What follows belongs to an exercise in optimizing a design on an open flow for small area, a short achievable clock period and few clock cycles per item; a production flow would make more cautious choices.
At most, simulation tests tie the RTL to the original design; equivalence was not proved.
No functional check of the RTL was part of run 2.

## flow/design.v (module list and top-level ports; edited modules follow where they fit)
// module fp_mul_arbiter: 145 lines
// module mul24_csn: 1619 lines
// module bsel_cell: 4 lines
// module bsel1_cell: 3 lines
// module fa_cell: 4 lines
// module ha_cell: 4 lines
// module xnor_cell: 3 lines
// module or_cell: 3 lines
module fp_mul_arbiter #(
   parameter int unsigned CALC_CYCLES = 1
) (
   input  logic        clk,
   input  logic        rst,
   input  logic        req0_valid,
   input  logic        req1_valid,
   output logic        req0_ready,
   output logic        req1_ready,
   input  logic [31:0] req0_a,
   input  logic [31:0] req0_b,
   input  logic [31:0] req1_a,
   input  logic [31:0] req1_b,
   output logic        rsp_valid,
   input  logic        rsp_ready,
   output logic        rsp_id,
   output logic [31:0] rsp_data,
   output logic        busy
);
  // ...
==> flow/flow/run.sh <==
#!/bin/bash
set -euo pipefail
bash standard.sh "BUFFER_PORTS_ARGS=-buffer_cell sky130_fd_sc_hd__buf_1" SETUP_SLACK_MARGIN=5.7 finish > make.log 2>&1
==> flow/standard.sh <==
#!/bin/bash
# synth_recipe.tcl (not shown) runs the flow's synth.tcl, then flattens the netlist and writes it again
# the make line also repeats each setting of config.mk as NAME=value (left out here)
make -C /OpenROAD-flow-scripts/flow DESIGN_CONFIG=/design/flow/config.mk WORK_HOME=/design/flow/orfs CLKGATE_MAP_FILE= SYNTH_SCRIPT=/design/flow/synth_recipe.tcl "${@:-finish}"
==> flow/config.mk <==
export PLATFORM = sky130hd
export DESIGN_NAME = fp_mul_arbiter
export DESIGN_NICKNAME = fp_mul_arbiter
export VERILOG_FILES = /design/flow/design.v
export SDC_FILE = /design/flow/constraint.sdc
export NUM_CORES = 4
export LEC_CHECK = 0
export CAP_MARGIN = 20
export CORE_MARGIN = 2
export CORE_UTILIZATION = 55
export SETUP_SLACK_MARGIN = 5
export SLEW_MARGIN = 20
export SYNTH_HIERARCHICAL = 1
==> flow/constraint.sdc <==
create_clock -name core_clock -period 11.0 [get_ports {clk}]
set_input_delay 2.2000 -clock core_clock [delete_from_list [all_inputs] [get_ports {clk}]]
set_output_delay 2.2000 -clock core_clock [all_outputs]
set_load 0.01 [all_outputs]
==> impl_metrics.toml, run 1 <==
[run_status]
status = "no timing/DRC/antenna violations"

[die]
coreArea_um2 = 45100
dieHeight_um = 217

[cells_and_area]
inv_count = 71
largest_reg_flops = 32
multi_input_cells = 1990
seq-cell-share_pct = 19.2
buffers_excl_clock = 258
design_area_um2 = 26200
regMostFlops = "dr_q"

[sta]
fin_crit_sh_pct = 47.2
skew_ns = 0.0366
holdWs_ns = 0.431

[min_path]
hold_path_end = "sgnb_q"
min_from = "sga_q"

[critical_path]
r2r-start = "b_q[4]"
path_cells = "buf_1 -> nor2b_4 -> clkinvlp_4 -> and3b_1 -> buf_1"

[routing]
wl_met2_um = 32100
first_pass_iters = 6
dr_wl_met3_um = 7330
top_layer = "met5"

[logic_synthesis]
synthSimpleGateAreaFrac_pct = 18.4
yosys.area.top_type = "fa_1"
synthArstFlopShare_pct = 0
netlist_top_cells_area = "fa_1, edfxtp_1, nand2_1, buf_6, ha_1"

[placement]
io_buffer_count = 169

[cts]
clockBufferDepth = 2
clk_pin_slew_worst_paths_ns = 0.07
Testbench counts, summed over its fixed seeds: cycles 3,224, items 3,200.
==> module fp_mul_arbiter, before the edit <==
module fp_mul_arbiter #(
   parameter int unsigned CALC_CYCLES = 1
) (
   input  logic        clk,
   input  logic        rst,
   input  logic        req0_valid,
   input  logic        req1_valid,
   output logic        req0_ready,
   output logic        req1_ready,
   input  logic [31:0] req0_a,
   input  logic [31:0] req0_b,
   input  logic [31:0] req1_a,
   input  logic [31:0] req1_b,
   output logic        rsp_valid,
   input  logic        rsp_ready,
   output logic        rsp_id,
   output logic [31:0] rsp_data,
   output logic        busy
);
   logic        ptr_q;
   logic        adv, grant1, acc;
   logic        va_q, ida_q, sga_q;
   logic [30:0] a_q, b_q;
   logic        vb_q, idb_q, sgnb_q, nanb_q, infb_q, zerob_q;
   logic [25:0] sbn_q, cbn_q;  
   logic        cib_q;         
   logic        stb_q;         
   logic [8:0]  esb_q;         
   logic        vr_q, idr_q;
   logic [31:0] dr_q;
   assign adv        = ~(vr_q & ~rsp_ready);
   assign grant1     = req1_valid & (~req0_valid | ptr_q);
   assign req0_ready = ~rst & adv & ~(req1_valid & ptr_q);
   assign req1_ready = ~rst & adv & (ptr_q | ~req0_valid);
   assign acc        = ~rst & adv & (req0_valid | req1_valid);
   assign rsp_valid = vr_q;
   assign rsp_id    = idr_q;
   assign rsp_data  = dr_q;
   assign busy      = va_q | vb_q | vr_q;
   logic [7:0]  e1, e2;
   logic [22:0] f1, f2;
   logic        nan1, nan2, inf1, inf2, zero1, zero2;
   logic [47:0] cs_sn, cs_cn;
   logic [23:0] lo;
   logic [23:0] za, zb;
   logic        low_zero;
   assign e1    = a_q[30:23];
   assign e2    = b_q[30:23];
   assign f1    = a_q[22:0];
   assign f2    = b_q[22:0];
   assign nan1  = (e1 == 8'hFF) && (f1 != 23'd0);
   assign nan2  = (e2 == 8'hFF) && (f2 != 23'd0);
   assign inf1  = (e1 == 8'hFF) && (f1 == 23'd0);
   assign inf2  = (e2 == 8'hFF) && (f2 == 23'd0);
   assign zero1 = (e1 == 8'd0);
   assign zero2 = (e2 == 8'd0);
   mul24_csn u_mul (.x(f1), .y(f2), .sn(cs_sn), .cn(cs_cn));
   assign lo = {cs_sn[21:0], 1'b1} + {cs_cn[21:0], 1'b1};
   always_comb begin
      za[0] = 1'b1;
      zb[0] = 1'b1;
      for (int k = 1; k < 24; k++) begin
         za[k] = za[k-1] & ~f1[k-1];
         zb[k] = zb[k-1] & ~f2[k-1];
      end
      low_zero = 1'b0;
      for (int k = 0; k <= 22; k++) low_zero = low_zero | (za[k] & zb[22-k]);
   end
   logic [26:0]       pbx;
   logic [25:0]       pb;     
   logic              p47, rnd0, rnd1, ovf0, ovf1, huge, tiny;
   logic [22:0]       inc0, inc1, frac;
   logic [9:0]        ex0, ex1, ex2, ex;
   logic [31:0]       res;
   assign pbx  = {sbn_q, 1'b1} + {cbn_q, ~cib_q};
   assign pb   = ~pbx[26:1];
   assign p47  = pb[25];
   assign inc0 = pb[23:1] + 23'd1;
   assign inc1 = pb[24:2] + 23'd1;
   assign rnd0 = pb[0] & (stb_q | pb[1]);
   assign rnd1 = pb[1] & (stb_q | pb[0] | pb[2]);
   assign ovf0 = rnd0 & (&pb[24:1]);
   assign ovf1 = rnd1 & (&pb[24:2]);
   assign ex0  = {1'b0, esb_q} - 10'd127;
   assign ex1  = {1'b0, esb_q} - 10'd126;
   assign ex2  = {1'b0, esb_q} - 10'd125;
   logic [2:0] hg, tn;
   logic       sel2, sel1;
   assign hg[0] = ~ex0[9] & (ex0[8] | (&ex0[7:0]));
   assign hg[1] = ~ex1[9] & (ex1[8] | (&ex1[7:0]));
   assign hg[2] = ~ex2[9] & (ex2[8] | (&ex2[7:0]));
   assign tn[0] = ex0[9] | (ex0 == 10'd0);
   assign tn[1] = ex1[9] | (ex1 == 10'd0);
   assign tn[2] = ex2[9] | (ex2 == 10'd0);
   assign sel2 = p47 & ovf1;
   assign sel1 = p47 ? ~ovf1 : ovf0;
   always_comb begin
      frac = p47 ? (rnd1 ? inc1 : pb[24:2]) : (rnd0 ? inc0 : pb[23:1]);
      ex   = sel2 ? ex2 : (sel1 ? ex1 : ex0);
      huge = sel2 ? hg[2] : (sel1 ? hg[1] : hg[0]);
      tiny = sel2 ? tn[2] : (sel1 ? tn[1] : tn[0]);
      if (nanb_q) begin
         res = 32'h7FC0_0000;
      end else if (infb_q || huge) begin
         res = {sgnb_q, 8'hFF, 23'd0};
      end else if (zerob_q || tiny) begin
         res = {sgnb_q, 31'd0};
      end else begin
         res = {sgnb_q, ex[7:0], frac};
      end
   end
   always_ff @(posedge clk) begin
      if (rst) begin
         ptr_q <= 1'b0;
         va_q  <= 1'b0;
         vb_q  <= 1'b0;
         vr_q  <= 1'b0;
      end else if (adv) begin
         if (acc) ptr_q <= ~grant1;
         va_q <= acc;
         vb_q <= va_q;
         vr_q <= vb_q;
      end
   end
   always_ff @(posedge clk) begin
      if (adv) begin
         ida_q   <= grant1;
         sga_q   <= grant1 ? (req1_a[31] ^ req1_b[31]) : (req0_a[31] ^ req0_b[31]);
         a_q     <= grant1 ? req1_a[30:0] : req0_a[30:0];
         b_q     <= grant1 ? req1_b[30:0] : req0_b[30:0];
         idb_q   <= ida_q;
         sgnb_q  <= sga_q;
         nanb_q  <= nan1 | nan2 | (inf1 & zero2) | (zero1 & inf2);
         infb_q  <= inf1 | inf2;
         zerob_q <= zero1 | zero2;
         esb_q   <= {1'b0, e1} + {1'b0, e2};
         sbn_q   <= cs_sn[47:22];
         cbn_q   <= cs_cn[47:22];
         cib_q   <= ~lo[23];
         stb_q   <= ~low_zero;
         idr_q   <= idb_q;
         dr_q    <= res;
      end
   end
endmodule
==> run 2, diff against run 1 <==
--- a/flow/design.v
+++ b/flow/design.v
@@ -21,2 +21,3 @@
    logic        adv, grant1, acc;
+   logic [31:0] res;           
    logic        va_q, ida_q, sga_q;
@@ -24,9 +25,6 @@
    logic        vb_q, idb_q, sgnb_q, nanb_q, infb_q, zerob_q;
-   logic [25:0] sbn_q, cbn_q;  
-   logic        cib_q;         
+   logic [25:0] pbn_q;         
    logic        stb_q;         
    logic [8:0]  esb_q;         
-   logic        vr_q, idr_q;
-   logic [31:0] dr_q;
-   assign adv        = ~(vr_q & ~rsp_ready);
+   assign adv        = ~(vb_q & ~rsp_ready);
    assign grant1     = req1_valid & (~req0_valid | ptr_q);
@@ -35,6 +33,6 @@
    assign acc        = ~rst & adv & (req0_valid | req1_valid);
-   assign rsp_valid = vr_q;
-   assign rsp_id    = idr_q;
-   assign rsp_data  = dr_q;
-   assign busy      = va_q | vb_q | vr_q;
+   assign rsp_valid = vb_q;
+   assign rsp_id    = idb_q;
+   assign rsp_data  = res;
+   assign busy      = va_q | vb_q;
    logic [7:0]  e1, e2;
@@ -43,3 +41,3 @@
    logic [47:0] cs_sn, cs_cn;
-   logic [23:0] lo;
+   logic [47:0] pn;
    logic [23:0] za, zb;
@@ -57,3 +55,3 @@
    mul24_csn u_mul (.x(f1), .y(f2), .sn(cs_sn), .cn(cs_cn));
-   assign lo = {cs_sn[21:0], 1'b1} + {cs_cn[21:0], 1'b1};
+   assign pn = cs_sn + cs_cn + 48'd1;
    always_comb begin
@@ -68,3 +66,2 @@
    end
-   logic [26:0]       pbx;
    logic [25:0]       pb;     
@@ -73,5 +70,3 @@
    logic [9:0]        ex0, ex1, ex2, ex;
-   logic [31:0]       res;
-   assign pbx  = {sbn_q, 1'b1} + {cbn_q, ~cib_q};
-   assign pb   = ~pbx[26:1];
+   assign pb   = ~pbn_q;
    assign p47  = pb[25];
@@ -116,3 +111,2 @@
          vb_q  <= 1'b0;
-         vr_q  <= 1'b0;
       end else if (adv) begin
@@ -121,3 +115,2 @@
          vb_q <= va_q;
-         vr_q <= vb_q;
       end
@@ -136,8 +129,4 @@
          esb_q   <= {1'b0, e1} + {1'b0, e2};
-         sbn_q   <= cs_sn[47:22];
-         cbn_q   <= cs_cn[47:22];
-         cib_q   <= ~lo[23];
+         pbn_q   <= pn[47:22];
          stb_q   <= ~low_zero;
-         idr_q   <= idb_q;
-         dr_q    <= res;
       end
==> flow/flow/run.sh (replaced) <==
#!/bin/bash
set -euo pipefail
bash standard.sh "BUFFER_PORTS_ARGS=-buffer_cell sky130_fd_sc_hd__buf_1" SETUP_SLACK_MARGIN=5.5 finish > make.log 2>&1
--- a/flow/config.mk
+++ b/flow/config.mk
@@ -9,3 +9,3 @@
 export CORE_MARGIN = 2
-export CORE_UTILIZATION = 55
+export CORE_UTILIZATION = 40
 export SETUP_SLACK_MARGIN = 5
==> run 2 against run 1 <==
Net effect:
- worst setup slack worse by 1.1 ns
- worst hold slack worse by 0.0073 ns
- sequential share of layout area down 7.4 points
- non-clock buffer count increased by 147
- cell count up 6.4%
==> impl_metrics.toml, run 2 <==
[cts]
clockBufferDepth = 2
htreeDepth = 3
clockRootBuffer = "clkbuf_16"
clk_pin_slew_worst_paths_ns = 0.07
clock_latency_ns = 0.38
cts_tree = "yes"
clock-sinks = 108
cts_buffers = 9

[critical_path]
r2r_slack_ns = 4.71
critPathSlowestCell = "fa_2"
path_cells = "buf_6 -> buf_12 -> buf_8 -> nand2_4 -> fa_1 -> fa_2 -> fa_2 -> fa_2 -> fa_1 -> fa_2 -> or2_4 -> ha_4 -> a2111oi_4 -> o21ai_1 -> a211o_2 -> buf_4 -> buf_6 -> o21a_4 -> a21bo_4 -> a21o_1 -> a311oi_1"
crit_path_start_kind = "flop"
cp.arrival_ns = 6.47
ff2ff_path_depth = 21
worstPathRequired_ns = 11.18
r2r-start = "a_q[6]"
worst-path-max-fanout = 5
crit_path_frequent_cell = "fa_2"
crit_type = "flop to flop"
critical_path.endpoint_type = "flop"
r2r-end = "pbn_q[17]"
slowest_delay_ns = 0.53

[routing]
wl_per_cell_um = 23.5
viasPerCell = 5.81
wl_met2_um = 35100
ant_nets = 0
wl_met1_um = 28600
first_pass_iters = 7
drtIter0Drc = 2269
vias = 19288
route.detailed.drc = 0
top_layer = "met4"
postRouteWirelength_um = 78100
dr_wl_met3_um = 10100

[sta]
fin_crit_sh_pct = 57.2
worstMarginPinSlew_ns = 0.952
skew_ns = 0.00872
setup_viol = 0
slew_viol_final = 0
period_needed_ns = 6.29
max_freq_mhz = 159
slew_headroom_pct = 36.4
hold_viol = 0
finalSetupTns_ns = 0
rsz0062_at_grt = "true"
worst_slack_ns = 4.71

[die]
rows = 87
start_util_pct = 40.5
die-area_um2 = 59100
coreArea_um2 = 56500
dieHeight_um = 243
ios = 170
die_w_um = 243

[min_path]
min_from = "sga_q"
hold_path_depth = 0
hold_path_end = "sgnb_q"
hold_class = "flop to flop"

[logic_synthesis]
yosysSeqAreaShare_pct = 14.0
synthArstFlopShare_pct = 0
yosys_register_bits = 108
synth_ff_type = "edfxtp_1"
netlist_area_um2 = 22900
netlist_top_cells_count = "nand2_1, fa_1, edfxtp_1"
synthCells = 2369
yosys.area.top_type = "fa_1"
yosysMostFrequentCell = "nand2_1"
yosysUniqueCellTypes = 79
netlist_top_cells_area = "fa_1, edfxtp_1, nand2_1, buf_6, ha_1"
ys_warn_count = 7
netlist.area_leader.share_pct = 42.4
syn_avg_cell_area_um2 = 9.66
synth_edf_count = 105

[grt]
antenna_found_initial = 2
grt_pass1_vias = 19927
grt_overflow = 0
grt_max_degree = 66
grt_pass1_wl_um = 112000
grt_usage_pct = 24.6

[cells_and_area]
mostFrequentLayoutCells = "nand2_1, fa_1, buf_1, buf_4, edfxtp_1"
top_regs = "a_q x31, b_q x31, pbn_q x26"
area_growth_pct = 18.8
design_area_um2 = 27200
final_common_cell = "nand2_1"
num-nets-final = 3238
drive_above_1_share_pct = 20.6
fillers = 5068
diodes = 0

[placement]
dp_slack_ns = 3.74
io_buffer_count = 169
place_area_um2 = 23100
gp_congestion = 0.896
place_hpwl_um = 46800

[run_status]
status = "no timing/DRC/antenna violations"

[flow_run]
max_cap_viol_count = 0
## run 2: cell type report
cell class | instances | area (um2) | share of cell area [%]
repair buffers | 405 | 3790 | 14.0
flip-flops and latches | 108 | 3210 | 11.8
multi-input cells | 1958 | 18600 | 68.6
clock inverters | 6 | 60.1 | 0.221
well taps | 756 | 946 | 3.48
inverters | 77 | 294 | 1.08
clock buffers | 10 | 229 | 0.842
## run 2: worst max-delay path by stage
stage / startpoint / to / slack (ns) / depth (start not counted)
detailed placement: b_q[3] / pbn_q[25] / 3.74 / 18
finish: a_q[6] / pbn_q[17] / 4.71 / 21
global route: b_q[12] / pbn_q[25] / 4.54 / 20
floorplan: a_q[2] / pbn_q[25] / 4.91 / 20
CTS: b_q[20] / pbn_q[25] / 4.81 / 20
global placement: b_q[3] / pbn_q[25] / 3.72 / 18
## run 2: Yosys stat by module (local to each module, per instance)
module / flip-flops and latches / cell area [um2]
fp_mul_arbiter: 108 / 8940
mul24_csn: 0 / 3920
fa_cell: 0 / 20.0
xnor_cell: 0 / 8.76
or_cell: 0 / 6.26
## run 2: metrics by stage
step | util [%] | hold slack [ns] | std cells
after floorplan | - | 0.400 | 2371
after global routing | 48.1 | 0.448 | 3320
after global placement | 41.0 | 0.404 | 3109
after CTS | 45.4 | 0.425 | 3230
after detailed placement | 41.0 | 0.407 | 3109
final | 48.1 | 0.424 | 3320
## run 2: cells by family after synthesis
family | Yosys count | share of synthesized area, %
adders and majority gates | 546 | 45.7
AOI/OAI and AO/OA | 268 | 7.61
and+or+nand+nor | 1049 | 19.5
xor gates and xnor gates | 86 | 3.29
muxes | 2 | 0.0875
DFF | 108 | 14.0
other | 2 | 0.0328
buffers and inverters | 308 | 9.70
## run 2: critical path: cells and delay by family (launching register included)
family                     cells  cell delay [ns]
buffers and inverters          5             0.67
and+or+nand+nor                2             0.31
AOI/OAI and AO/OA              7             1.71
adders and majority gates      7             2.94
DFF                            1             0.45
## run 2: routing by layer
metal / track usage, % / vias up
li1: - / 8006
met1: 31.7 / 9553
met2: 39.0 / 1423
met3: 6.88 / 306
met4: 10.1 / 0
met5: 0 / -
## run 2: repair_timing
item / in CTS / in global routing
buffers inserted: 89 / 68
hold buffers: 0 / 0
setup endpoints to repair: 57 / 57
gates cloned: 16 / 22
pin swaps: 44 / 86
resized for setup: 242 / 161
==> run 3, diff against run 2 <==
--- a/flow/design.v
+++ b/flow/design.v
@@ -21,10 +21,13 @@
    logic        adv, grant1, acc;
-   logic [31:0] res;           
-   logic        va_q, ida_q, sga_q;
-   logic [30:0] a_q, b_q;
+   logic        va_q, ida_q, sga_q, nana_q, infa_q, zeroa_q;
+   logic [22:0] fa_q, fb_q;    
+   logic [8:0]  esa_q;         
    logic        vb_q, idb_q, sgnb_q, nanb_q, infb_q, zerob_q;
-   logic [25:0] pbn_q;         
+   logic [25:0] sbn_q, cbn_q;  
+   logic        cib_q;         
    logic        stb_q;         
    logic [8:0]  esb_q;         
-   assign adv        = ~(vb_q & ~rsp_ready);
+   logic        vr_q, idr_q;
+   logic [31:0] dr_q;
+   assign adv        = ~(vr_q & ~rsp_ready);
    assign grant1     = req1_valid & (~req0_valid | ptr_q);
@@ -33,25 +36,28 @@
    assign acc        = ~rst & adv & (req0_valid | req1_valid);
-   assign rsp_valid = vb_q;
-   assign rsp_id    = idb_q;
-   assign rsp_data  = res;
-   assign busy      = va_q | vb_q;
+   assign rsp_valid = vr_q;
+   assign rsp_id    = idr_q;
+   assign rsp_data  = dr_q;
+   assign busy      = va_q | vb_q | vr_q;
+   logic [31:0] as, bs;
    logic [7:0]  e1, e2;
-   logic [22:0] f1, f2;
    logic        nan1, nan2, inf1, inf2, zero1, zero2;
+   assign as    = grant1 ? req1_a : req0_a;
+   assign bs    = grant1 ? req1_b : req0_b;
+   assign e1    = as[30:23];
+   assign e2    = bs[30:23];
+   assign nan1  = (e1 == 8'hFF) && (as[22:0] != 23'd0);
+   assign nan2  = (e2 == 8'hFF) && (bs[22:0] != 23'd0);
+   assign inf1  = (e1 == 8'hFF) && (as[22:0] == 23'd0);
+   assign inf2  = (e2 == 8'hFF) && (bs[22:0] == 23'd0);
+   assign zero1 = (e1 == 8'd0);
+   assign zero2 = (e2 == 8'd0);
+   logic [22:0] f1, f2;
    logic [47:0] cs_sn, cs_cn;
-   logic [47:0] pn;
+   logic [23:0] lo;
    logic [23:0] za, zb;
    logic        low_zero;
-   assign e1    = a_q[30:23];
-   assign e2    = b_q[30:23];
-   assign f1    = a_q[22:0];
-   assign f2    = b_q[22:0];
-   assign nan1  = (e1 == 8'hFF) && (f1 != 23'd0);
-   assign nan2  = (e2 == 8'hFF) && (f2 != 23'd0);
-   assign inf1  = (e1 == 8'hFF) && (f1 == 23'd0);
-   assign inf2  = (e2 == 8'hFF) && (f2 == 23'd0);
-   assign zero1 = (e1 == 8'd0);
-   assign zero2 = (e2 == 8'd0);
+   assign f1    = fa_q;
+   assign f2    = fb_q;
    mul24_csn u_mul (.x(f1), .y(f2), .sn(cs_sn), .cn(cs_cn));
-   assign pn = cs_sn + cs_cn + 48'd1;
+   assign lo = {cs_sn[21:0], 1'b1} + {cs_cn[21:0], 1'b1};
    always_comb begin
@@ -66,2 +72,3 @@
    end
+   logic [26:0]       pbx;
    logic [25:0]       pb;     
@@ -70,3 +77,5 @@
    logic [9:0]        ex0, ex1, ex2, ex;
-   assign pb   = ~pbn_q;
+   logic [31:0]       res;
+   assign pbx  = {sbn_q, 1'b1} + {cbn_q, ~cib_q};
+   assign pb   = ~pbx[26:1];
    assign p47  = pb[25];
@@ -111,2 +120,3 @@
          vb_q  <= 1'b0;
+         vr_q  <= 1'b0;
       end else if (adv) begin
@@ -115,2 +125,3 @@
          vb_q <= va_q;
+         vr_q <= vb_q;
       end
@@ -120,13 +131,21 @@
          ida_q   <= grant1;
-         sga_q   <= grant1 ? (req1_a[31] ^ req1_b[31]) : (req0_a[31] ^ req0_b[31]);
-         a_q     <= grant1 ? req1_a[30:0] : req0_a[30:0];
-         b_q     <= grant1 ? req1_b[30:0] : req0_b[30:0];
+         sga_q   <= as[31] ^ bs[31];
+         fa_q    <= as[22:0];
+         fb_q    <= bs[22:0];
+         esa_q   <= {1'b0, e1} + {1'b0, e2};
+         nana_q  <= nan1 | nan2 | (inf1 & zero2) | (zero1 & inf2);
+         infa_q  <= inf1 | inf2;
+         zeroa_q <= zero1 | zero2;
          idb_q   <= ida_q;
          sgnb_q  <= sga_q;
-         nanb_q  <= nan1 | nan2 | (inf1 & zero2) | (zero1 & inf2);
-         infb_q  <= inf1 | inf2;
-         zerob_q <= zero1 | zero2;
-         esb_q   <= {1'b0, e1} + {1'b0, e2};
-         pbn_q   <= pn[47:22];
+         nanb_q  <= nana_q;
+         infb_q  <= infa_q;
+         zerob_q <= zeroa_q;
+         esb_q   <= esa_q;
+         sbn_q   <= cs_sn[47:22];
+         cbn_q   <= cs_cn[47:22];
+         cib_q   <= ~lo[23];
          stb_q   <= ~low_zero;
+         idr_q   <= idb_q;
+         dr_q    <= res;
       end
--- a/flow/config.mk
+++ b/flow/config.mk
@@ -9,3 +9,3 @@
 export CORE_MARGIN = 2
-export CORE_UTILIZATION = 40
+export CORE_UTILIZATION = 55
 export SETUP_SLACK_MARGIN = 5
==> run 3 against run 2 <==
Net effect:
- clock skew rose by 0.0094 ns
- die area fell by 20%
- first-iteration DRC count fell by 14%
- worst setup slack improved by 1.0 ns
- critical path depth fell by 6
- global-route usage rose by 6.5 points
- fmax rose by 20%
- worst hold slack got worse by 0.0086 ns
- sequential cell count rose by 57
- sequential share of layout area rose by 7.3 points
- critical path type unchanged
==> impl_metrics.toml, run 3 <==
[die]
coreArea_um2 = 45200
die_w_um = 217
dieHeight_um = 217
die-area_um2 = 47300
start_util_pct = 55.5
ios = 170
rows = 78

[cells_and_area]
num-nets-final = 3167
final_common_cell = "nand2_1"
diodes = 0
area_growth_pct = 2.58
drive_above_1_share_pct = 6.53
mostFrequentLayoutCells = "nand2_1, fa_1, buf_1, edfxtp_1, nor2_1"
regMostFlops = "dr_q"
multi_input_area_um2 = 18000
top_regs = "dr_q x32, cbn_q x26, sbn_q x26"
ff_latch_area_um2 = 4910
fillers = 3969
largest_reg_flops = 32

[logic_synthesis]
synth_ff_type = "edfxtp_1"
yosys.area.top_type = "fa_1"
synth_edf_count = 161
yosysUniqueCellTypes = 91
yosys_register_bits = 165
synthArstFlopShare_pct = 0
ys_warn_count = 7
syn_avg_cell_area_um2 = 10.2
synthCells = 2454
yosysMostFrequentCell = "nand2_1"
netlist_area_um2 = 25100
netlist_top_cells_area = "fa_1, edfxtp_1, nand2_1, buf_6, ha_1"
yosysSeqAreaShare_pct = 19.6
netlist_top_cells_count = "nand2_1, fa_1, edfxtp_1"
netlist.area_leader.share_pct = 38.7

[routing]
postRouteWirelength_um = 71000
route.detailed.drc = 0
ant_nets = 0
first_pass_iters = 6
drtIter0Drc = 1957
vias = 18634
viasPerCell = 6.01
wl_per_cell_um = 22.9

[grt]
grt_overflow = 0
grt_usage_pct = 31.1
antenna_found_initial = 0
grt_pass1_wl_um = 110000
grt_pass1_vias = 19540
grt_max_degree = 78

[cts]
clock_latency_ns = 0.50
hold_buffers = 0
cts_buffers = 17
htreeDepth = 4
clock-sinks = 165
clockRootBuffer = "clkbuf_16"
clockBufferDepth = 2
clk_pin_slew_worst_paths_ns = 0.08
cts_tree = "yes"

[critical_path]
ff2ff_path_depth = 15
critPathSlowestCell = "or4_4"
crit_type = "flop to flop"
startpoint = "cib_q"
crit_path_start_kind = "flop"
critical_path.endpoint_type = "flop"
cp.arrival_ns = 5.55
r2r-start = "cib_q"
slowest_delay_ns = 0.62
worst-path-max-fanout = 22
worstPathRequired_ns = 11.31
crit_path_frequent_cell = "nand4bb_1"
path_cells = "inv_1 -> fa_1 -> a21o_1 -> a221oi_2 -> xor2_1 -> o21a_1 -> and4_1 -> nand4bb_1 -> nand4bb_1 -> o31ai_1 -> buf_4 -> o221ai_1 -> a31o_2 -> or4_4 -> nor3_2"

[run_status]
status = "no timing/DRC/antenna violations"

[sta]
worst_slack_ns = 5.76
max_freq_mhz = 191
finalSetupTns_ns = 0
slew_viol_final = 0
setup_viol = 0
rsz0062_at_grt = "true"
skew_ns = 0.0181
worstMarginPinSlew_ns = 1.05
hold_viol = 0
fin_crit_sh_pct = 47.6
period_needed_ns = 5.24
slew_headroom_pct = 30.0

[flow_run]
max_cap_viol_count = 0

[min_path]
hold_path_depth = 0
hold_class = "flop to flop"
min_from = "esa_q[7]"

[placement]
place_hpwl_um = 48300
io_buffer_count = 169
dp_slack_ns = 5.32
gp_congestion = 0.930
[run 3: logic make-up after synthesis]
logic type	synth area share, %
flops	19.6
mux	0.804
buf+inv	8.99
compound gates	7.31
simple gates	18.5
fa+ha+maj	41.8
other cells	0.0300
xor+xnor	2.97
[run 3: layout make-up]
cell class / count / area share, %
timing repair buffer: 247 / 4.91
multi-input combinational: 1977 / 69.8
sequential: 165 / 19.1
clock buffer: 17 / 1.65
tap: 600 / 2.92
clock inverter: 13 / 0.389
inverter: 79 / 1.17
[run 3: metrics by stage]
stage	util [%]	cell area (um2)	std cells	hold slack, ns
2_1_floorplan	-	25100	2456	0.400
3_3_place_gp	55.1	24900	3041	0.402
3_5_place_dp	55.1	24900	3041	0.405
4_1_cts	56.4	25500	3074	0.413
5_1_grt	56.9	25700	3098	0.417
6_report	56.9	25700	3098	0.415
[run 3: worst paths after layout]
check / to / slack [ns]
max: dr_q[10] / 5.76
min reg2reg: esb_q[7] / 0.42
min: esb_q[7] / 0.42
max reg2reg: dr_q[10] / 5.76
[run 3: routing by layer]
layer | vias up | GRT usage, % | wire length [um]
met5 | - | 0 | 0
met4 | 0 | 13.6 | 2900
met3 | 216 | 8.95 | 6950
met2 | 1031 | 48.9 | 32900
met1 | 9376 | 40.3 | 28300
li1 | 8011 | - | -
[run 3: critical path: cells and delay by family, from the launching register on]
kind / cells / cell delay [ns]
adder cells (fa/ha/maj): 1 / 0.47
XOR/XNOR: 1 / 0.33
AO/OA/AOI/OAI: 6 / 1.59
AND/OR/NAND/NOR: 5 / 1.83
buffers and inverters: 2 / 0.31
flip-flops: 1 / 0.51
[run 3: modules after synthesis (local to each module, per instance)]
module	cell area, um2	cells inside
fa_cell	20.0	1
xnor_cell	8.76	1
or_cell	6.26	1
mul24_csn	3920	765
fp_mul_arbiter	11100	1160
[run 3: repair_timing]
action                                  4_1_cts  5_1_grt
setup buffers                                 3       24
pin swaps                                     0        2
resized for setup                             0       13
endpoints found under the setup margin        1       33
Testbench counts of run 3, summed over its fixed seeds: cycles 3,224, items 3,200.
==> run 4, diff against run 3 <==
==> flow/flow/run.sh (replaced) <==
#!/bin/bash
set -euo pipefail
bash standard.sh "BUFFER_PORTS_ARGS=-buffer_cell sky130_fd_sc_hd__buf_1" SETUP_SLACK_MARGIN=5.7 finish > make.log 2>&1
==> run 4 against run 3 <==
Net effect:
- fmax is 1.9% higher
- cell count hardly changed
- synthesized cell count stayed put
- register-to-register slack better by 0.096 ns
- non-clock buffer count is 2 higher
- via count hardly changed
- utilization is 0.52 points higher
- clock skew hardly changed
- largest cell class unchanged
==> impl_metrics.toml, run 4 <==
[run_status]
status = "no timing/DRC/antenna violations"

[grt]
grt_pass1_wl_um = 110000
antenna_found_initial = 0
grt_overflow = 0
grt_max_degree = 78
grt_pass1_vias = 19535
grt_usage_pct = 31.1

[logic_synthesis]
syn_avg_cell_area_um2 = 10.2
synthSimpleGateAreaFrac_pct = 18.5
yosysUniqueCellTypes = 91
yosys_register_bits = 165
synth_compound_area_share_pct = 7.31
yosysSeqAreaShare_pct = 19.6
synth_edf_count = 161
netlist_area_um2 = 25100
synth_xor_area_share_pct = 2.97
synth_top_family_by_area = "adder cells"
netlist_top_cells_area = "fa_1, edfxtp_1, nand2_1, buf_6, ha_1"
muxShareOfSynthArea_pct = 0.804
netlist_top_cells_count = "nand2_1, fa_1, edfxtp_1"
synth_ff_type = "edfxtp_1"
synthArstFlopShare_pct = 0
ys_warn_count = 7
yosysMostFrequentCell = "nand2_1"
synth_fa_ha_area_share_pct = 41.8
yosys.area.top_type = "fa_1"
netlist.area_leader.share_pct = 38.7
synthCells = 2454

[sta]
rsz0062_at_grt = "true"
fin_crit_sh_pct = 46.8
worstMarginPinSlew_ns = 1.03
slew_headroom_pct = 31.4
skew_ns = 0.0186
holdWs_ns = 0.415
worst_slack_ns = 5.85
slew_viol_final = 0
setup_viol = 0
hold_viol = 0
max_freq_mhz = 194
period_needed_ns = 5.15
finalSetupTns_ns = 0

[routing]
ant_nets = 0
postRouteWirelength_um = 71100
viasPerCell = 6.01
route.detailed.drc = 0
first_pass_iters = 6
vias = 18625
drtIter0Drc = 1909
wl_per_cell_um = 22.9

[die]
start_util_pct = 55.5
rows = 78
die_w_um = 217
die-area_um2 = 47300
dieHeight_um = 217
ios = 170
coreArea_um2 = 45200

[cells_and_area]
design_area_um2 = 25900
top_regs = "dr_q x32, cbn_q x26, sbn_q x26"
drive_above_1_share_pct = 6.92
num-nets-final = 3169
regMostFlops = "dr_q"
area_growth_pct = 3.52
largest_reg_flops = 32
final_common_cell = "nand2_1"
mostFrequentLayoutCells = "nand2_1, fa_1, buf_1, edfxtp_1, nor2_1"
diodes = 0

[min_path]
min_from = "esa_q[7]"
hold_class = "flop to flop"

[flow_run]
max_cap_viol_count = 0

[cts]
clk_pin_slew_worst_paths_ns = 0.08
hold_buffers = 0
clockRootBuffer = "clkbuf_16"
clock-sinks = 165
clockBufferDepth = 2
cts_tree = "yes"
htreeDepth = 4
cts_buffers = 17
clock_latency_ns = 0.50

[critical_path]
worst-path-max-fanout = 22
worstPathRequired_ns = 11.29
crit_path_start_kind = "flop"
crit_type = "flop to flop"
startpoint = "cib_q"
r2r-start = "cib_q"
critical_path.endpoint_type = "flop"
cp.arrival_ns = 5.44

[placement]
place_hpwl_um = 48300
place_area_um2 = 24900
io_buffer_count = 169
dp_slack_ns = 5.32
gp_congestion = 0.930
-- run 4: cell families (layout without fill, tap and decap cells) --
| family | count (synthesis) | count (layout) |
|---|---|---|
| xor+xnor | 85 | 85 |
| buf+inv | 314 | 358 |
| mux | 20 | 20 |
| flops | 165 | 165 |
| fa+ha+maj | 547 | 547 |
| simple gates | 1061 | 1061 |
| other cells | 2 | 4 |
| compound gates | 260 | 260 |
-- run 4: worst paths after layout --
path	endpoint	slack, ns	cells after the start
max	dr_q[4]	5.85	15
min reg2reg	esb_q[7]	0.41	0
max reg2reg	dr_q[4]	5.85	15
min	esb_q[7]	0.41	0
-- run 4: critical path, stage by stage (launching register included) --
cell and delay (ns):
edfxtp_1 0.50, inv_1 0.09, fa_1 0.47, a21o_1 0.24, a21oi_1 0.23, xor2_2 0.28
ha_1 0.22, o311a_1 0.30, nand4_1 0.27, nor4_1 0.31, nand2_1 0.26, nor4_2 0.35
mux2i_1 0.21, o21ai_0 0.16, or4_4 0.71, a311oi_1 0.31
-- run 4: repair_timing --
| item | in CTS | in global routing |
|---|---|---|
| endpoints found under the setup margin | 18 | 34 |
| gates cloned | 0 | 1 |
| gates resized for setup | 1 | 63 |
| pin swaps | 0 | 2 |
| setup buffers | 4 | 24 |
-- run 4: layout make-up --
type / instances / area, um2
repair buffers: 249 / 1450
well taps: 600 / 751
clock buffers: 17 / 425
clock inverters: 13 / 100
fillers: 3925 / 19200
inverters: 79 / 300
multi-input cells: 1977 / 18000
flip-flops and latches: 165 / 4910
-- run 4: per-module statistics from Yosys, one instance, submodules excluded --
module          cells  flip-flops and latches
or_cell             1                       0
fp_mul_arbiter   1160                     165
xnor_cell           1                       0
mul24_csn         765                       0
fa_cell             1                       0
-- run 4: layer usage --
layer / global-route usage, % / part of all wire, % / vias to the layer above
li1: - / - / 8010
met1: 40.3 / 39 / 9345
met2: 48.9 / 47 / 1079
met3: 8.95 / 10 / 191
met4: 13.6 / 3.8 / 0
met5: 0 / 0 / -
-- run 4: per-stage QoR --
step | cells | util (%)
floorplan | 2456 | -
global placement | 3041 | 55.1
detailed placement | 3041 | 55.1
CTS | 3075 | 56.4
global route | 3100 | 57.4
finish | 3100 | 57.4
==> run 5, diff against run 4 <==
--- a/flow/config.mk
+++ b/flow/config.mk
@@ -10,2 +10,4 @@
 export CORE_UTILIZATION = 55
+export CTS_CLUSTER_DIAMETER = 100
+export CTS_CLUSTER_SIZE = 40
 export SETUP_SLACK_MARGIN = 5
==> run 5 against run 4 <==
Net effect:
- area after synthesis did not move
- highest routed layer unchanged
- sequential share of layout area stayed put
- worst setup slack did not move
- fmax stayed put
==> impl_metrics.toml, run 5 <==
[placement]
gp_congestion = 0.930
place_hpwl_um = 48300
io_buffer_count = 169

[die]
rows = 78
die-area_um2 = 47300
die_w_um = 217
dieHeight_um = 217
start_util_pct = 55.5
coreArea_um2 = 45200
ios = 170

[cts]
htreeDepth = 4
cts_tree = "yes"
clock_latency_ns = 0.50
hold_buffers = 0
clockRootBuffer = "clkbuf_16"
clock-sinks = 165
clockBufferDepth = 2
cts_buffers = 17
clk_pin_slew_worst_paths_ns = 0.08

[critical_path]
r2r_slack_ns = 5.85
ff2ff_path_depth = 15
critPathSlowestCell = "or4_4"
worstPathRequired_ns = 11.29
cp.arrival_ns = 5.44
startpoint = "cib_q"
slowest_delay_ns = 0.71
crit_type = "flop to flop"
crit_path_start_kind = "flop"
r2r-end = "dr_q[4]"
path_cells = "inv_1 -> fa_1 -> a21o_1 -> a21oi_1 -> xor2_2 -> ha_1 -> o311a_1 -> nand4_1 -> nor4_1 -> nand2_1 -> nor4_2 -> mux2i_1 -> o21ai_0 -> or4_4 -> a311oi_1"
critical_path.endpoint_type = "flop"
r2r-start = "cib_q"
worst-path-max-fanout = 22

[cells_and_area]
multi_input_area_um2 = 18000
top_regs = "dr_q x32, cbn_q x26, sbn_q x26"
final_common_cell = "nand2_1"
drive_above_1_share_pct = 6.92
mostFrequentLayoutCells = "nand2_1, fa_1, buf_1, edfxtp_1, nor2_1"
finish.utilization_pct = 57.4
ff_latch_area_um2 = 4910
largest_reg_flops = 32
regMostFlops = "dr_q"
diodes = 0
area_growth_pct = 3.52
num-nets-final = 3169
fillers = 3925

[min_path]
hold_path_end = "esb_q[7]"
min_from = "esa_q[7]"
hold_path_depth = 0
hold_class = "flop to flop"

[logic_synthesis]
netlist_area_um2 = 25100
netlist_top_cells_count = "nand2_1, fa_1, edfxtp_1"
syn_avg_cell_area_um2 = 10.2
synth_ff_type = "edfxtp_1"
yosysSeqAreaShare_pct = 19.6
netlist.area_leader.share_pct = 38.7
ys_warn_count = 7
yosys.area.top_type = "fa_1"
yosysUniqueCellTypes = 91
yosysMostFrequentCell = "nand2_1"
synthCells = 2454
yosys_register_bits = 165
synth_edf_count = 161
synthArstFlopShare_pct = 0
netlist_top_cells_area = "fa_1, edfxtp_1, nand2_1, buf_6, ha_1"

[flow_run]
max_cap_viol_count = 0

[routing]
drtIter0Drc = 1909
postRouteWirelength_um = 71100
ant_nets = 0
wl_per_cell_um = 22.9
viasPerCell = 6.01
vias = 18625
route.detailed.drc = 0
first_pass_iters = 6

[sta]
fin_crit_sh_pct = 46.8
rsz0062_at_grt = "true"
worstMarginPinSlew_ns = 1.03
skew_ns = 0.0186
slew_headroom_pct = 31.4
slew_viol_final = 0
hold_viol = 0
finalSetupTns_ns = 0
period_needed_ns = 5.15
setup_viol = 0
max_freq_mhz = 194

[grt]
antenna_found_initial = 0
grt_max_degree = 78
grt_overflow = 0
grt_pass1_wl_um = 110000
grt_usage_pct = 31.1
grt_pass1_vias = 19535

[run_status]
status = "no timing/DRC/antenna violations"
==> run 5: worst max-delay path by stage <==
stage,cells after the start,endpoint
2_1_floorplan,3,req1_ready
3_3_place_gp,17,cib_q
3_5_place_dp,18,esa_q[8]
4_1_cts,18,cib_q
5_1_grt,15,dr_q[4]
6_report,15,dr_q[4]
==> run 5: Yosys stat by module, one instance, submodules excluded <==
module | cell area [um2] | times used
mul24_csn | 3920 | 1
fp_mul_arbiter | 11100 | 1
fa_cell | 20.0 | 483
xnor_cell | 8.76 | 23
or_cell | 6.26 | 23
==> run 5: logic make-up after synthesis <==
kind of cell / after synthesis / synth area share, %
AOI/OAI and AO/OA: 260 / 7.31
buffers and inverters: 314 / 8.99
adders and majority gates: 547 / 41.8
and+or+nand+nor: 1061 / 18.5
muxes: 20 / 0.804
other: 2 / 0.0300
xor gates and xnor gates: 85 / 2.97
DFF: 165 / 19.6
==> run 5: area by class of cell <==
class / count / area share (%)
Timing Repair Buffer: 249 / 5.60
Clock buffer: 17 / 1.64
Multi-Input combinational cell: 1977 / 69.4
Tap cell: 600 / 2.89
Clock inverter: 13 / 0.386
Inverter: 79 / 1.16
Sequential cell: 165 / 18.9
==> run 5: metrics by stage <==
stage / instances / setup WS (ns) / area, um2 / hold WS [ns]
final: 3100 / 5.85 / 25900 / 0.415
after global routing: 3100 / 5.63 / 25900 / 0.417
after CTS: 3075 / 5.63 / 25500 / 0.413
after detailed placement: 3041 / 5.32 / 24900 / 0.405
after global placement: 3041 / 5.44 / 24900 / 0.402
after floorplan: 2456 / 3.68 / 25100 / 0.400
==> run 5: routing by layer <==
layer / global-route usage (%) / share of wire [%] / vias up
met3: 8.95 / 10 / 191
met4: 13.6 / 3.8 / 0
met2: 48.9 / 47 / 1079
met5: 0 / 0 / -
li1: - / - / 8010
met1: 40.3 / 39 / 9345
==> run 5: what timing repair did <==
action                                  CTS  global route
endpoints found under the setup margin   18            34
gates cloned                              0             1
buffers inserted                          4            24
pin swaps                                 0             2
gates resized for setup                   1            63
==> run 5: worst max-delay path: cells and delay by family, from the launching register on <==
| kind | cells | cell delay, ns |
|---|---|---|
| compound gates | 5 | 1.24 |
| xor+xnor | 1 | 0.28 |
| buf+inv | 1 | 0.09 |
| simple gates | 5 | 1.90 |
| mux | 1 | 0.21 |
| fa+ha+maj | 2 | 0.69 |
| flops | 1 | 0.50 |
==> run 6, diff against run 5 <==
--- a/flow/config.mk
+++ b/flow/config.mk
@@ -10,4 +10,3 @@
 export CORE_UTILIZATION = 55
-export CTS_CLUSTER_DIAMETER = 100
-export CTS_CLUSTER_SIZE = 40
+export PLACE_DENSITY = 0.75
 export SETUP_SLACK_MARGIN = 5
==> run 6 against run 5 <==
Net effect:
- clock skew down 0.0033 ns
- worst hold slack better by 0.0032 ns
- fmax down 0.59%
- cell count down 0.13%
- register-to-register slack worse by 0.03 ns
==> impl_metrics.toml, run 6 <==
[sta]
period_needed_ns = 5.18
holdWs_ns = 0.418
hold_viol = 0
finalSetupTns_ns = 0
worstMarginPinSlew_ns = 0.965
fin_crit_sh_pct = 47.1
slew_headroom_pct = 35.6
slew_viol_final = 0
max_freq_mhz = 193
setup_viol = 0
rsz0062_at_grt = "true"
skew_ns = 0.0154

[critical_path]
cp.arrival_ns = 5.48
r2r-end = "cib_q"
worstPathRequired_ns = 11.31
crit_path_frequent_cell = "fa_1"
path_buf_inv = 1
r2r-start = "fa_q[4]"
crit_path_start_kind = "flop"
critical_path.endpoint_type = "flop"
slowest_delay_ns = 0.58
ff2ff_path_depth = 18
crit_family = "adder cells"
startpoint = "fa_q[4]"
worst-path-max-fanout = 25
critPathSlowestCell = "fa_1"
r2r_slack_ns = 5.82
path_cells = "buf_4 -> nand2_1 -> fa_1 -> fa_1 -> fa_1 -> fa_1 -> fa_1 -> or2_1 -> xnor2_1 -> ha_1 -> nor2b_1 -> o21ai_0 -> nand2b_1 -> a21oi_1 -> nor2b_1 -> o21ai_0 -> nand2b_1 -> a211oi_1"
crit_type = "flop to flop"

[logic_synthesis]
synthCells = 2454
netlist_top_cells_count = "nand2_1, fa_1, edfxtp_1"
netlist.area_leader.share_pct = 38.7
netlist_top_cells_area = "fa_1, edfxtp_1, nand2_1, buf_6, ha_1"
synthArstFlopShare_pct = 0
netlist_area_um2 = 25100
synth_compound_area_share_pct = 7.31
synth_edf_count = 161
muxShareOfSynthArea_pct = 0.804
synth_xor_area_share_pct = 2.97
yosysSeqAreaShare_pct = 19.6
yosys_register_bits = 165
ys_warn_count = 7
synth_fa_ha_area_share_pct = 41.8
synth_top_family_by_area = "adder cells"
synth_ff_type = "edfxtp_1"
yosysUniqueCellTypes = 91
yosys.area.top_type = "fa_1"
synthSimpleGateAreaFrac_pct = 18.5
yosysMostFrequentCell = "nand2_1"
syn_avg_cell_area_um2 = 10.2

[min_path]
min_from = "zeroa_q"
hold_path_end = "zerob_q"
hold_class = "flop to flop"
hold_path_depth = 0

[cts]
hold_buffers = 0
cts_buffers = 17
clockBufferDepth = 2
clockRootBuffer = "clkbuf_16"
clock-sinks = 165
cts_tree = "yes"
htreeDepth = 4
clock_latency_ns = 0.47
clk_pin_slew_worst_paths_ns = 0.08

[grt]
grt_pass1_wl_um = 109000
met1_usage_pct = 37.5
top_usage_layer = "met2"
grt_max_degree = 78
use_met3_pct = 10.4
antenna_found_initial = 0
grt.met2_usage_pct = 47.3
grt_pass1_vias = 20139
grt_overflow = 0
grt_usage_pct = 30.0

[routing]
first_pass_iters = 6
viasPerCell = 6.19
ant_nets = 0
route.detailed.drc = 0
drtIter0Drc = 2576
vias = 19157
wl_per_cell_um = 22.5
postRouteWirelength_um = 69600

[cells_and_area]
regMostFlops = "dr_q"
finish.utilization_pct = 57.2
top_regs = "dr_q x32, cbn_q x26, sbn_q x26"
largest_reg_flops = 32
fin_cells = 3096
fillers = 3814
area_growth_pct = 3.04
mostFrequentLayoutCells = "nand2_1, fa_1, buf_1, edfxtp_1, nor2_1"
drive_above_1_share_pct = 6.81
final_common_cell = "nand2_1"
diodes = 0
num-nets-final = 3163

[run_status]
status = "no timing/DRC/antenna violations"

[die]
coreArea_um2 = 45200
die_w_um = 217
die-area_um2 = 47300
start_util_pct = 55.5
ios = 170
dieHeight_um = 217
rows = 78

[placement]
io_buffer_count = 169
dpl.cell_count = 3038
gp_congestion = 0.969
place_hpwl_um = 47800

[flow_run]
max_cap_viol_count = 0
run 6: cell types whose count changed in the layout (fill, tap and decap cells not counted), moves of 3 or more:
cell,delta
buf_12,-8
buf_6,-9
inv_8,+3
buf_4,+16
buf_8,-7
run 6: worst max-delay path by stage:
stage	cells past startpoint	to
6_report	18	cib_q
5_1_grt	18	cib_q
4_1_cts	17	cib_q
3_5_place_dp	17	cib_q
3_3_place_gp	5	req1_ready
2_1_floorplan	3	req1_ready
run 6: per-stage QoR:
stage / setup slack, ns / instance area, um2
3_5_place_dp: 5.39 / 24900
2_1_floorplan: 3.68 / 25100
6_report: 5.82 / 25800
4_1_cts: 5.72 / 25500
5_1_grt: 5.49 / 25800
3_3_place_gp: 5.42 / 24900
run 6: worst register-to-register path, cell delays in order (launching register included):
cell	delay, ns
edfxtp_1	0.32
buf_4	0.38
nand2_1	0.18
fa_1	0.50
fa_1	0.46
fa_1	0.58
fa_1	0.44
fa_1	0.47
or2_1	0.27
xnor2_1	0.17
ha_1	0.26
nor2b_1	0.13
o21ai_0	0.14
nand2b_1	0.08
a21oi_1	0.14
nor2b_1	0.06
o21ai_0	0.15
nand2b_1	0.07
a211oi_1	0.22
run 6: Yosys stat by module, one instance, submodules excluded:
module | cell area [um2] | copies in the design
fa_cell | 20.0 | 483
fp_mul_arbiter | 11100 | 1
mul24_csn | 3920 | 1
or_cell | 6.26 | 23
xnor_cell | 8.76 | 23
run 6: cell type report:
type,count,area [um2],area share [%]
clock inverters,14,161,0.625
repair buffers,241,1210,4.69
repair inverters,1,5.00,0.0194
multi-input cells,1978,18100,69.9
clock buffers,18,429,1.66
well taps,600,751,2.91
inverters,79,300,1.16
flip-flops and latches,165,4910,19.0
run 6: cell families after synthesis:
kind of cell    after synthesis
simple gates               1061
fa+ha+maj                   547
buf+inv                     314
compound gates              260
flops                       165
xor+xnor                     85
mux                          20
other cells                   2
run 6: layer usage:
| layer | part of all wire [%] | vias to the layer above |
|---|---|---|
| li1 | - | 8006 |
| met1 | 36 | 9381 |
| met2 | 46 | 1461 |
| met3 | 13 | 309 |
| met4 | 4.6 | 0 |
| met5 | 0 | - |
run 6: repair_timing:
action / 4_1_cts / 5_1_grt
resized for setup: 0 / 19
pin swaps: 0 / 4
endpoints found under the setup margin: 2 / 33
gates cloned: 1 / 1
setup buffers: 6 / 17
==> run 7, diff against run 6 <==
--- a/flow/config.mk
+++ b/flow/config.mk
@@ -9,4 +9,3 @@
 export CORE_MARGIN = 2
-export CORE_UTILIZATION = 55
-export PLACE_DENSITY = 0.75
+export CORE_UTILIZATION = 60
 export SETUP_SLACK_MARGIN = 5
==> run 7 against run 6 <==
Net effect:
- first-iteration DRC count shrank 22%
- fmax decreased by 1.0%
- cell count down 1.1%
- clock skew is 0.0027 ns lower
- critical path type is now primary input to primary output
- largest cell class unchanged
- highest routed layer unchanged
==> impl_metrics.toml, run 7 <==
[run_status]
status = "no timing/DRC/antenna violations"

[critical_path]
critical_path.endpoint_type = "primary output"
crit_path_start_kind = "primary input"
worstPathRequired_ns = 8.80
cp.arrival_ns = 3.03
ff2ff_path_depth = 15
worst-path-max-fanout = 7
crit_type = "primary input to primary output"

[sta]
skew_ns = 0.0127
worstMarginPinSlew_ns = 0.962
max_freq_mhz = 191
rsz0062_at_grt = "false"
period_needed_ns = 5.23
hold_viol = 0
fin_crit_sh_pct = 47.5
slew_headroom_pct = 35.5
setup_viol = 0
finalSetupTns_ns = 0
slew_viol_final = 0

[logic_synthesis]
yosysSeqAreaShare_pct = 19.6
synth_ff_type = "edfxtp_1"
netlist_top_cells_area = "fa_1, edfxtp_1, nand2_1, buf_6, ha_1"
synthCells = 2454
netlist_top_cells_count = "nand2_1, fa_1, edfxtp_1"
yosysUniqueCellTypes = 91
ys_warn_count = 7
syn_avg_cell_area_um2 = 10.2
netlist.area_leader.share_pct = 38.7
synth_edf_count = 161
yosys.area.top_type = "fa_1"
netlist_area_um2 = 25100
yosys_register_bits = 165
synthArstFlopShare_pct = 0
yosysMostFrequentCell = "nand2_1"

[flow_run]
max_cap_viol_count = 0

[cells_and_area]
mostFrequentLayoutCells = "nand2_1, fa_1, buf_1, edfxtp_1, nor2_1"
fillers = 3333
area_growth_pct = 5.40
regMostFlops = "dr_q"
top_regs = "dr_q x32, cbn_q x26, sbn_q x26"
finish.utilization_pct = 64.4
largest_reg_flops = 32
num-nets-final = 3196
final_common_cell = "nand2_1"
drive_above_1_share_pct = 8.26
diodes = 0

[placement]
io_buffer_count = 169
place_hpwl_um = 48200
gp_congestion = 0.908

[grt]
grt_max_degree = 71
antenna_found_initial = 0
grt_pass1_vias = 19513
grt_usage_pct = 33.4
grt_overflow = 0
grt_pass1_wl_um = 110000

[die]
dieHeight_um = 208
die_w_um = 208
die-area_um2 = 43400
start_util_pct = 61.1
rows = 74
ios = 170
coreArea_um2 = 41000

[cts]
clk_pin_slew_worst_paths_ns = 0.07
clock_latency_ns = 0.47
hold_buffers = 0
htreeDepth = 4
cts_buffers = 17
clockBufferDepth = 2
clock-sinks = 165
cts_tree = "yes"
clockRootBuffer = "clkbuf_16"

[routing]
drtIter0Drc = 2011
viasPerCell = 6.16
vias = 18848
route.detailed.drc = 0
postRouteWirelength_um = 71800
ant_nets = 0
first_pass_iters = 9
wl_per_cell_um = 23.4

[min_path]
hold_path_depth = 0
hold_class = "flop to flop"
[run 7: cell counts after synthesis]
Identical to the previous run, type by type.
[run 7: final timing paths]
check / startpoint / to / slack [ns]
max reg2reg: sbn_q[12] / dr_q[8] / 5.85
max: rsp_ready / req1_ready / 5.77
min reg2reg: esa_q[5] / esb_q[5] / 0.42
min: esa_q[5] / esb_q[5] / 0.42
[run 7: through the flow]
stage          area, um2  hold WS [ns]  setup WS [ns]  instances
6_report           26400         0.420           5.77       3061
3_3_place_gp       24800         0.401           5.02       2970
2_1_floorplan      25100         0.400           3.68       2456
5_1_grt            26400         0.434           5.70       3061
3_5_place_dp       24800         0.405           4.98       2970
4_1_cts            25600         0.422           5.72       3018
[run 7: worst max-delay path: stages]
cell and delay, ns:
buf_1 0.10, nor2b_4 0.27, clkinvlp_4 0.15, and3b_1 0.19, buf_1 0.13
[run 7: repair_timing]
item	4_1_cts	5_1_grt
resized for setup	4	84
setup endpoints to repair	15	33
buffers inserted	14	34
gates cloned	2	9
pin swaps	0	6
[run 7: logic make-up (layout without fill, tap and decap cells)]
logic type	count (synthesis)	after routing	share of synthesized area, %
AND/OR/NAND/NOR	1061	1063	18.5
flip-flops	165	165	19.6
multiplexers	20	20	0.804
XOR/XNOR	85	85	2.97
AO/OA/AOI/OAI	260	260	7.31
adder cells (fa/ha/maj)	547	547	41.8
other	2	4	0.0300
buffers and inverters	314	385	8.99
[run 7: Yosys stat by module, one instance, submodules excluded]
| module | area (um2) | cells | flip-flops and latches | times used |
|---|---|---|---|---|
| mul24_csn | 3920 | 765 | 0 | 1 |
| xnor_cell | 8.76 | 1 | 0 | 23 |
| or_cell | 6.26 | 1 | 0 | 23 |
| fp_mul_arbiter | 11100 | 1160 | 165 | 1 |
| fa_cell | 20.0 | 1 | 0 | 483 |
[run 7: cell type report]
class / instances / area (um2) / share of cell area [%]
clock buffer: 17 / 425 / 1.61
clock inverter: 15 / 180 / 0.682
inverter: 79 / 300 / 1.14
multi-input combinational: 1979 / 18100 / 68.4
sequential: 165 / 4910 / 18.6
tap: 532 / 666 / 2.52
timing repair buffer: 272 / 1840 / 6.97
timing repair inverter: 2 / 10.0 / 0.0379
[run 7: layer usage]
layer / up-vias / share of wire (%) / track usage [%]
met3: 181 / 11 / 7.73
li1: 8071 / - / -
met2: 1175 / 47 / 52.8
met5: - / 0 / 0
met4: 0 / 3.2 / 10.8
met1: 9421 / 40 / 46.0
==> run 8, diff against run 7 <==
==> flow/flow/run.sh (replaced) <==
#!/bin/bash
set -euo pipefail
bash standard.sh "BUFFER_PORTS_ARGS=-buffer_cell sky130_fd_sc_hd__buf_1" SETUP_SLACK_MARGIN=5.9 finish > make.log 2>&1
--- a/flow/config.mk
+++ b/flow/config.mk
@@ -9,3 +9,3 @@
 export CORE_MARGIN = 2
-export CORE_UTILIZATION = 60
+export CORE_UTILIZATION = 55
 export SETUP_SLACK_MARGIN = 5
==> run 8 against run 7 <==
Net effect:
- still clean
- non-clock buffer count is 31 higher
- die area is 8.9% higher
- worst setup slack better by 0.12 ns
- first-iteration DRC count is 5.3% lower
- sequential share of layout area is 0.37 points lower
- fmax is 2.3% higher
==> impl_metrics.toml, run 8 <==
[cells_and_area]
regMostFlops = "dr_q"
fillers = 3884
final_common_cell = "nand2_1"
num-nets-final = 3227
finish.utilization_pct = 59.7
drive_above_1_share_pct = 9.92
largest_reg_flops = 32
mostFrequentLayoutCells = "nand2_1, fa_1, buf_1, edfxtp_1, nor2_1"
diodes = 0
area_growth_pct = 7.55
top_regs = "dr_q x32, cbn_q x26, sbn_q x26"

[logic_synthesis]
synth_edf_count = 161
netlist_area_um2 = 25100
yosys_register_bits = 165
netlist_top_cells_count = "nand2_1, fa_1, edfxtp_1"
yosysUniqueCellTypes = 91
synthArstFlopShare_pct = 0
syn_avg_cell_area_um2 = 10.2
yosysMostFrequentCell = "nand2_1"
synth_ff_type = "edfxtp_1"
synthCells = 2454
netlist_top_cells_area = "fa_1, edfxtp_1, nand2_1, buf_6, ha_1"
yosys.area.top_type = "fa_1"
netlist.area_leader.share_pct = 38.7
ys_warn_count = 7
yosysSeqAreaShare_pct = 19.6

[sta]
slew_viol_final = 0
worst_slack_ns = 5.89
worstMarginPinSlew_ns = 0.777
fin_crit_sh_pct = 46.5
hold_viol = 0
finalSetupTns_ns = 0
setup_viol = 0
skew_ns = 0.0248
period_needed_ns = 5.11
max_freq_mhz = 196
slew_headroom_pct = 48.2
rsz0062_at_grt = "true"
holdWs_ns = 0.406

[die]
die-area_um2 = 47300
start_util_pct = 55.5
dieHeight_um = 217
rows = 78
die_w_um = 217
ios = 170
coreArea_um2 = 45200

[placement]
gp_congestion = 0.889
place_hpwl_um = 49000
io_buffer_count = 169
dp_slack_ns = 4.96

[routing]
vias = 19062
ant_nets = 0
wl_per_cell_um = 23.0
postRouteWirelength_um = 72600
drtIter0Drc = 1905
viasPerCell = 6.03
route.detailed.drc = 0
first_pass_iters = 6

[cts]
cts_tree = "yes"
htreeDepth = 4
clockBufferDepth = 2
clk_pin_slew_worst_paths_ns = 0.09
hold_buffers = 0
cts_buffers = 17
clock_latency_ns = 0.49
clockRootBuffer = "clkbuf_16"
clock-sinks = 165

[critical_path]
r2r-start = "fb_q[9]"
crit_type = "primary input to primary output"
worstPathRequired_ns = 8.80
crit_path_start_kind = "primary input"
critical_path.endpoint_type = "primary output"
ff2ff_path_depth = 18
startpoint = "rsp_ready"
worst-path-max-fanout = 5
cp.arrival_ns = 2.91

[grt]
grt_overflow = 0
grt_pass1_wl_um = 109000
grt_pass1_vias = 19565
grt_max_degree = 87
grt_usage_pct = 30.7
antenna_found_initial = 1

[flow_run]
max_cap_viol_count = 0

[min_path]
hold_path_depth = 0
min_from = "esa_q[4]"
hold_class = "flop to flop"

[run_status]
status = "no timing/DRC/antenna violations"
-- run 8: cell counts after synthesis --
No cell type changed its count.
-- run 8: area by class of cell --
| cell class | instances | area (um2) | share of cell area [%] |
|---|---|---|---|
| Tap cell | 600 | 751 | 2.78 |
| Inverter | 79 | 302 | 1.12 |
| Timing Repair Buffer | 303 | 2240 | 8.30 |
| Clock buffer | 20 | 437 | 1.62 |
| Sequential cell | 165 | 4910 | 18.2 |
| Timing Repair inverter | 2 | 10.0 | 0.0371 |
| Multi-Input combinational cell | 1979 | 18200 | 67.5 |
| Clock inverter | 12 | 97.6 | 0.362 |
-- run 8: worst paths after layout --
check	endpoint	slack [ns]
max	req1_ready	5.89
min	esb_q[4]	0.41
max reg2reg	cib_q	6.01
min reg2reg	esb_q[4]	0.41
-- run 8: cells by family (layout without fill, tap and decap cells) --
family | after synthesis | after routing | synth area share, %
AND/OR/NAND/NOR | 1061 | 1063 | 18.5
flip-flops | 165 | 165 | 19.6
multiplexers | 20 | 20 | 0.804
XOR/XNOR | 85 | 85 | 2.97
adder cells (fa/ha/maj) | 547 | 547 | 41.8
AO/OA/AOI/OAI | 260 | 260 | 7.31
other | 2 | 4 | 0.0300
buffers and inverters | 314 | 416 | 8.99
-- run 8: per-layer routing --
metal  GRT usage (%)  up-vias  routed length [um]
li1                -     8146                   -
met1            41.0     9591               28800
met2            48.8     1148               34300
met3            7.48      177                7250
met4            11.6        0                2190
met5               0        -                   0
-- run 8: repair_timing --
action                                  in CTS  in global routing
setup buffers                               37                 34
pin swaps                                    5                 10
endpoints found under the setup margin      40                 37
gates resized for setup                     39                 83
gates cloned                                 3                 12
-- run 8: Yosys stat by module, one instance, submodules excluded --
module | copies in the design | cells inside | area [um2] | flip-flops and latches
or_cell | 23 | 1 | 6.26 | 0
fa_cell | 483 | 1 | 20.0 | 0
fp_mul_arbiter | 1 | 1160 | 11100 | 165
mul24_csn | 1 | 765 | 3920 | 0
xnor_cell | 23 | 1 | 8.76 | 0
-- run 8: critical path, stage by stage --
cell and delay (ns):
buf_1 0.10, nor2b_4 0.20, clkinvlp_4 0.12, and3b_1 0.16, clkbuf_2 0.12
-- run 8: stage by stage --
step	area, um2	cells
6_report	27000	3160
5_1_grt	27000	3160
4_1_cts	26000	3113
3_5_place_dp	25000	3041
3_3_place_gp	24900	3035
2_1_floorplan	25100	2456

## re-timing with driven ports
How much do the figures lean on ideal ports? The routed layouts below were timed once more, with nothing changed but the port constraints. Step 1 sets driving cells, clkbuf_16 on the clock port and buf_2 on the other inputs (assumed; they add their load-dependent delay and slew). Step 2 moves the port delays by t, midway between the first and last clock arrival at a register: inputs arrive t later, outputs are due t later. That takes back most of the time a late clock gives input paths. a / b / c = ideal / step 1 / step 2; a / b = the first two.
| run | t, ns | slack for setup (ns) | hold slack, ns | worst register clock-pin slew, ns | worst slew at a driven data input, ns |
|---|---|---|---|---|---|
| run 1 | 0.551 | 5.803 / 5.779 / 5.779 | 0.431 / 0.431 / 0.431 | 0.11 / 0.11 | 0.05 |
| run 2 | 0.429 | 4.709 / 4.709 / 4.709 | 0.424 / 0.424 / 0.424 | 0.08 / 0.08 | 0.06 |
| run 3 | 0.551 | 5.759 / 5.746 / 5.470 | 0.415 / 0.415 / 0.415 | 0.08 / 0.08 | 0.04 |
| run 4 | 0.552 | 5.855 / 5.855 / 5.630 | 0.415 / 0.415 / 0.415 | 0.08 / 0.08 | 0.04 |
| run 5 | 0.552 | 5.855 / 5.855 / 5.630 | 0.415 / 0.415 / 0.415 | 0.08 / 0.08 | 0.04 |
| run 6 | 0.514 | 5.824 / 5.824 / 5.481 | 0.418 / 0.418 / 0.418 | 0.08 / 0.08 | 0.04 |
| run 7 | 0.520 | 5.771 / 5.744 / 5.585 | 0.420 / 0.420 / 0.420 | 0.07 / 0.07 | 0.06 |
| run 8 | 0.542 | 5.888 / 5.862 / 5.580 | 0.406 / 0.406 / 0.406 | 0.09 / 0.09 | 0.08 |
After both steps every run listed still meets setup and hold. The setup slack of run 6, which loses most, moves by 0.000 ns with the drivers and by -0.343 ns with both steps.
